Context: an optimization exercise on an open-source flow, tuned for small area and a short achievable clock period. The choices shown serve that exercise and are no tape-out recipe.
At most, simulation tests tie the RTL to the original design; equivalence was not proved.
The flow treats the clock pin as an ideal source. Dropping or thinning the clock tree relies on that and would not hold on a real chip.
Power figures rest on the tool's default switching activity, not on a simulated workload.

==> flow/design.v <==
module sobel_filter #(
    parameter int IMG_WIDTH  = 128,
    parameter int IMG_HEIGHT = 128
) (
    input  logic       clk,
    input  logic       rst,
    input  logic [7:0] pixel_data,
    output logic [7:0] edge_pixel,
    output logic       edge_valid
);
    localparam int W    = IMG_WIDTH;
    localparam int FULL = 2 * IMG_WIDTH + 2;
    localparam int CW   = $clog2(FULL + 1);
    localparam int L    = 2 * W - 1;
    generate
        if (IMG_WIDTH < 8 || IMG_WIDTH > 1024 || IMG_HEIGHT < 1) begin : g_bad_param
            $error("sobel_filter: IMG_WIDTH must be 8..1024 and IMG_HEIGHT positive");
        end
    endgenerate
    logic [7:0] sr [L];
    always_ff @(posedge clk) begin
        sr[0] <= pixel_data;
        for (int k = 1; k < L; k++) sr[k] <= sr[k-1];
    end
    logic [7:0] m2_q, m0_q, t0_q, t1_q, t2_q;   
    assign m2_q = sr[W - 4];
    assign m0_q = sr[W - 2];
    assign t2_q = sr[2*W - 4];
    assign t1_q = sr[2*W - 3];
    assign t0_q = sr[2*W - 2];
    logic signed [9:0] q1_a;    
    logic        [8:0] q1_b;    
    logic        [8:0] q1_c;    
    logic signed [9:0] q1_e;    
    always_ff @(posedge clk) begin
        q1_a <= $signed({2'b00, m0_q}) - $signed({2'b00, m2_q});
        q1_b <= q1_c;    
        q1_c <= {1'b0, t1_q} + {1'b0, t2_q};
        q1_e <= $signed({2'b00, t0_q}) - $signed({2'b00, t2_q});
    end
    logic        [9:0]  q2_tsum;   
    logic signed [10:0] q2_y;      
    logic signed [10:0] q2_r;      
    logic signed [10:0] q2_qn;     
    always_ff @(posedge clk) begin
        q2_tsum <= {1'b0, q1_b} + {1'b0, q1_c};
        q2_y    <= 11'(q1_e) + (11'(q1_a) <<< 1);
        q2_r    <= $signed({2'b00, q1_c}) - 11'(q1_a);
        q2_qn   <= 11'(q1_a) + $signed({2'b00, q1_b});
    end
    logic [7:0] b0;
    assign b0 = sr[0];
    logic signed [10:0] p_x0;    
    logic signed [11:0] p_y;     
    logic signed [10:0] p_r;     
    logic signed [10:0] p_c1;    
    always_ff @(posedge clk) begin
        p_x0 <= $signed({1'b0, q2_tsum}) - $signed({3'b000, b0});
        p_y  <= 12'(q2_y) + $signed({4'b0000, b0});
        p_r  <= q2_r - $signed({3'b000, b0});
        if (q2_qn < -11'sd129)     p_c1 <= -11'sd1;
        else if (q2_qn > 11'sd639) p_c1 <= 11'sd767;
        else                       p_c1 <= q2_qn + 11'sd128;
    end
    logic [7:0] b1;
    assign b1 = sr[0];
    logic signed [10:0] t_khi;           
    logic signed [11:0] t_k1;            
    logic        [8:0]  t_k2;            
    logic signed [10:0] t_d;             
    logic        [6:0]  t_nd;            
    always_ff @(posedge clk) begin
        t_khi   <= p_c1 - $signed({3'b000, b1});
        t_k1    <= 12'(p_x0) - $signed({3'b000, b1, 1'b0});
        if (p_y < 12'sd0)        t_k2 <= 9'd0;
        else if (p_y > 12'sd256) t_k2 <= 9'd256;
        else                     t_k2 <= p_y[8:0];
        t_d     <= p_r - $signed({3'b000, b1});
        t_nd    <= b1[6:0] - p_r[6:0];
    end
    logic [6:0] i_sp, i_sn, t_vpos, t_vneg;
    always_ff @(posedge clk) begin
        i_sp   <= pixel_data[6:0] - q2_qn[6:0];           
        i_sn   <= 7'd1 + q2_qn[6:0] - pixel_data[6:0];    
        t_vpos <= pixel_data[6:0] + i_sp;                 
        t_vneg <= ~pixel_data[6:0] + i_sn;                
    end
    logic [CW-1:0] pix_cnt;
    logic          win_full;
    always_ff @(posedge clk or negedge rst) begin
        if (!rst) begin
            pix_cnt  <= '0;
            win_full <= 1'b0;
        end else begin
            if (pix_cnt != CW'(FULL)) begin
                pix_cnt <= pix_cnt + 1'b1;
            end
            win_full <= (pix_cnt == CW'(FULL));
        end
    end
    logic [7:0] p;
    assign p = sr[0];
    function automatic logic ge10(input logic [7:0] v, input logic signed [10:0] k);
        ge10 = k[10] || (k[9:8] == 2'b00 && v >= k[7:0]);
    endfunction
    function automatic logic ge11(input logic [7:0] v, input logic signed [11:0] k);
        ge11 = k[11] || (k[10:8] == 3'b000 && v >= k[7:0]);
    endfunction
    logic       sat, ge1, ge2, big, dflag;
    logic [6:0] m7, dl;
    always_comb begin
        dflag = (!t_d[10] && t_d[9:7] != 3'b000)
             || (t_d[10] && (t_d[9:7] != 3'b111 || t_d[6:0] == 7'd0));
        dl    = t_d[10] ? t_nd : t_d[6:0];                   
        sat  = dflag || ge10(p, t_khi) || (t_khi[10:9] == 2'b01)
            || (t_khi[10:8] == 3'b001 && t_khi[7:0] >= p);
        ge1  = ge11(p, t_k1);
        ge2  = ({1'b0, p} >= t_k2);
        big  = (ge1 == ge2);
        m7   = big ? (ge1 ? t_vpos : t_vneg) : dl;
    end
    always_ff @(posedge clk or negedge rst) begin
        if (!rst) begin
            edge_pixel <= '0;
            edge_valid <= 1'b0;
        end else begin
            edge_valid <= win_full;
            edge_pixel <= win_full ? (sat ? 8'hFF : {m7, 1'b0}) : 8'h00;
        end
    end
endmodule
export LEC_CHECK = 0
export ABC_AREA = 1
export ABC_CLOCK_PERIOD_IN_PS = 2000
export CAP_MARGIN = 20
export CORE_MARGIN = 2
export CORE_UTILIZATION = 72
export SETUP_SLACK_MARGIN = 3.5
export SLEW_MARGIN = 20
create_clock -name core_clock -period 5.8 [get_ports {clk}]
standard.sh (not shown) runs the stock make flow with config.mk's settings and CLKGATE_MAP_FILE= SYNTH_SCRIPT=/design/flow/synth_recipe.tcl, a recipe that flattens the netlist after the stock synthesis.
==> flow/flow/run.sh <==
#!/bin/bash
# The standard layout, with the clock tree built by flow/cts_hook.tcl and
# regrouped after global placement repairs by flow/grt_hook.tcl.
set -euo pipefail
export PRE_CTS_TCL="$PWD/flow/cts_hook.tcl"
export POST_GLOBAL_ROUTE_TCL="$PWD/flow/grt_hook.tcl"
bash standard.sh finish > make_finish.log 2>&1
Other scripts of this flow, unchanged in this note and not shown: flow/flow/cts_hook.tcl, flow/flow/grt_hook.tcl, flow/flow/mytree.tcl
Change:
- SETUP_SLACK_MARGIN: 3.5 -> 3.6
The changed run completed with no timing, DRC or antenna violations.
Worst setup slack is worse by 0.17 ns.
Utilization increases by 1.1 points.
Fmax decreases by 6.3%.
Via count increases by 3.7%.
First-iteration DRC count increases by 20%.
Clock power increases by about 1%.
Clock skew increases by 0.022 ns.
Change:
- ABC_AREA: 1 -> not set
- CORE_UTILIZATION: 72 -> 70
Effect: The new run completed without violations; hold slack stays flat; clock skew went down by 0.018 ns; utilization came out lower by 2.2 points; fmax grows by 14%; flip-flop and latch count is unchanged; routed wire length fell by 23%; via count fell by 8.5%; power came out lower by 0.67%.
Change:
- SETUP_SLACK_MARGIN: 3.6 -> 3.45
- The new run ran to the end with no violations
- cell count fell by 0.46%
- power hardly moves
- setup slack gets worse by 0.063 ns
- final area decreases by 1.2%
- synthesized cell count stays the same
- routed wire length rises by 1.5%
Change:
- ABC_AREA: not set -> 1
- SETUP_SLACK_MARGIN: 3.45 -> 3.7
Core utilization is higher by 1.8 points.
Setup slack loses 0.25 ns.
Power grows slightly.
Global-route usage came out higher by 3.9 points.
Change:
- ABC_AREA: 1 -> not set
- SETUP_SLACK_MARGIN: 3.7 -> 3.8
Outcome:
- The changed run ran to the end with no violations
- synthesized area stays flat
- critical path depth increases by 1
- routed wire length decreases by a few percent
- fmax increases by about a fifth
- setup slack gains 0.36 ns
- utilization increases by 1.3 points
- via count decreases slightly
- combinational power increases by roughly a tenth
In every run of this note, the design's own scripts or RTL, not TritonCTS, make the clock network.

---

sobel_filter, a different RTL version from the one above (not shown whole).
Size: about 3400 cells after synthesis, ~2300 flip-flops, about 53000 um2 of cells after synthesis.
==> flow/config.mk <==
export PLATFORM = sky130hd
export DESIGN_NAME = sobel_filter
export DESIGN_NICKNAME = sobel_filter
export VERILOG_FILES = /design/flow/design.v
export SDC_FILE = /design/flow/constraint.sdc
export NUM_CORES = 4
export LEC_CHECK = 0
export ABC_AREA = 1
export ABC_CLOCK_PERIOD_IN_PS = 2000
export CAP_MARGIN = 20
export CORE_MARGIN = 2
export CORE_UTILIZATION = 70
export SETUP_SLACK_MARGIN = 3.6
export SLEW_MARGIN = 20
==> flow/constraint.sdc <==
create_clock -name core_clock -period 5.8 [get_ports {clk}]
set_input_delay 1.1600 -clock core_clock [delete_from_list [all_inputs] [get_ports {clk}]]
set_output_delay 1.1600 -clock core_clock [all_outputs]
set_load 0.01 [all_outputs]
Scripts as last shown in full above: flow/flow/run.sh
Other scripts of this flow, unchanged in this note and not shown: flow/flow/cts_hook.tcl, flow/flow/grt_hook.tcl, flow/flow/mytree.tcl
Next try:
- ABC_AREA: 1 -> default
Outcome: The changed run completed without violations. Cell count drops slightly. Worst setup slack degrades by 0.11 ns. Wire length shrinks by a few percent. Flip-flop and latch count stays the same. Die area rose slightly. Via count decreases by a few percent. Clock power went down slightly. Hold slack gains 0.016 ns. Area after synthesis rises slightly. Cell area came out lower slightly. Synthesized cell count is lower by a few percent.
Function was not checked in any run of this note: the RTL went through the layout flow alone. In every run of this note, the design's own scripts or RTL, not TritonCTS, make the clock network.

==> afterwards: timing with drivers on the ports <==
Ports are ideal in the flow. The routed layouts listed here were re-timed in OpenROAD.
Step 1 (the two cells are an assumption about what drives the block):
set clk [get_ports {clk}]
set_driving_cell -lib_cell sky130_fd_sc_hd__clkbuf_16 $clk
set_driving_cell -lib_cell sky130_fd_sc_hd__buf_2 [delete_from_list [all_inputs] $clk]
Step 2, shift: input delay + t, output delay - t, t = (earliest + latest rising clock arrival at the registers) / 2. This alone moves slack from input paths to output paths.
a / b / c = ideal ports / drivers / drivers and shift; a / b = the first two.
run | t (ns) | setup WS [ns] | hold slack, ns | worst setup path at the end | pins driven straight from the clock port
the first run of note 1 | 0.687 | 3.296 / 3.296 / 2.903 | 0.284 / 0.284 / 0.284 | input to register | 4
the second run of note 1 | 0.685 | 3.128 / 3.128 / 3.008 | 0.275 / 0.275 / 0.275 | input to register | 4
the third run of note 1 | 0.676 | 3.450 / 3.417 / 3.103 | 0.276 / 0.276 / 0.276 | input to register | 4
the fourth run of note 1 | 0.689 | 3.387 / 3.387 / 2.990 | 0.278 / 0.278 / 0.278 | input to register | 4
the fifth run of note 1 | 0.685 | 3.136 / 3.136 / 3.097 | 0.297 / 0.297 / 0.297 | input to register | 4
the sixth run of note 1 | 0.680 | 3.498 / 3.395 / 3.223 | 0.258 / 0.258 / 0.258 | input to register | 4
the first run of note 2 | 0.715 | 3.406 / 3.308 / 3.072 | 0.276 / 0.276 / 0.276 | input to register | 4
the second run of note 2 | 0.708 | 3.291 / 3.291 / 3.087 | 0.292 / 0.292 / 0.292 | input to register | 4
After both steps every run listed still meets setup and hold. For the fourth run of note 1, which loses most, drivers alone change the setup slack by 0.000 ns; drivers and shift together by -0.397 ns.
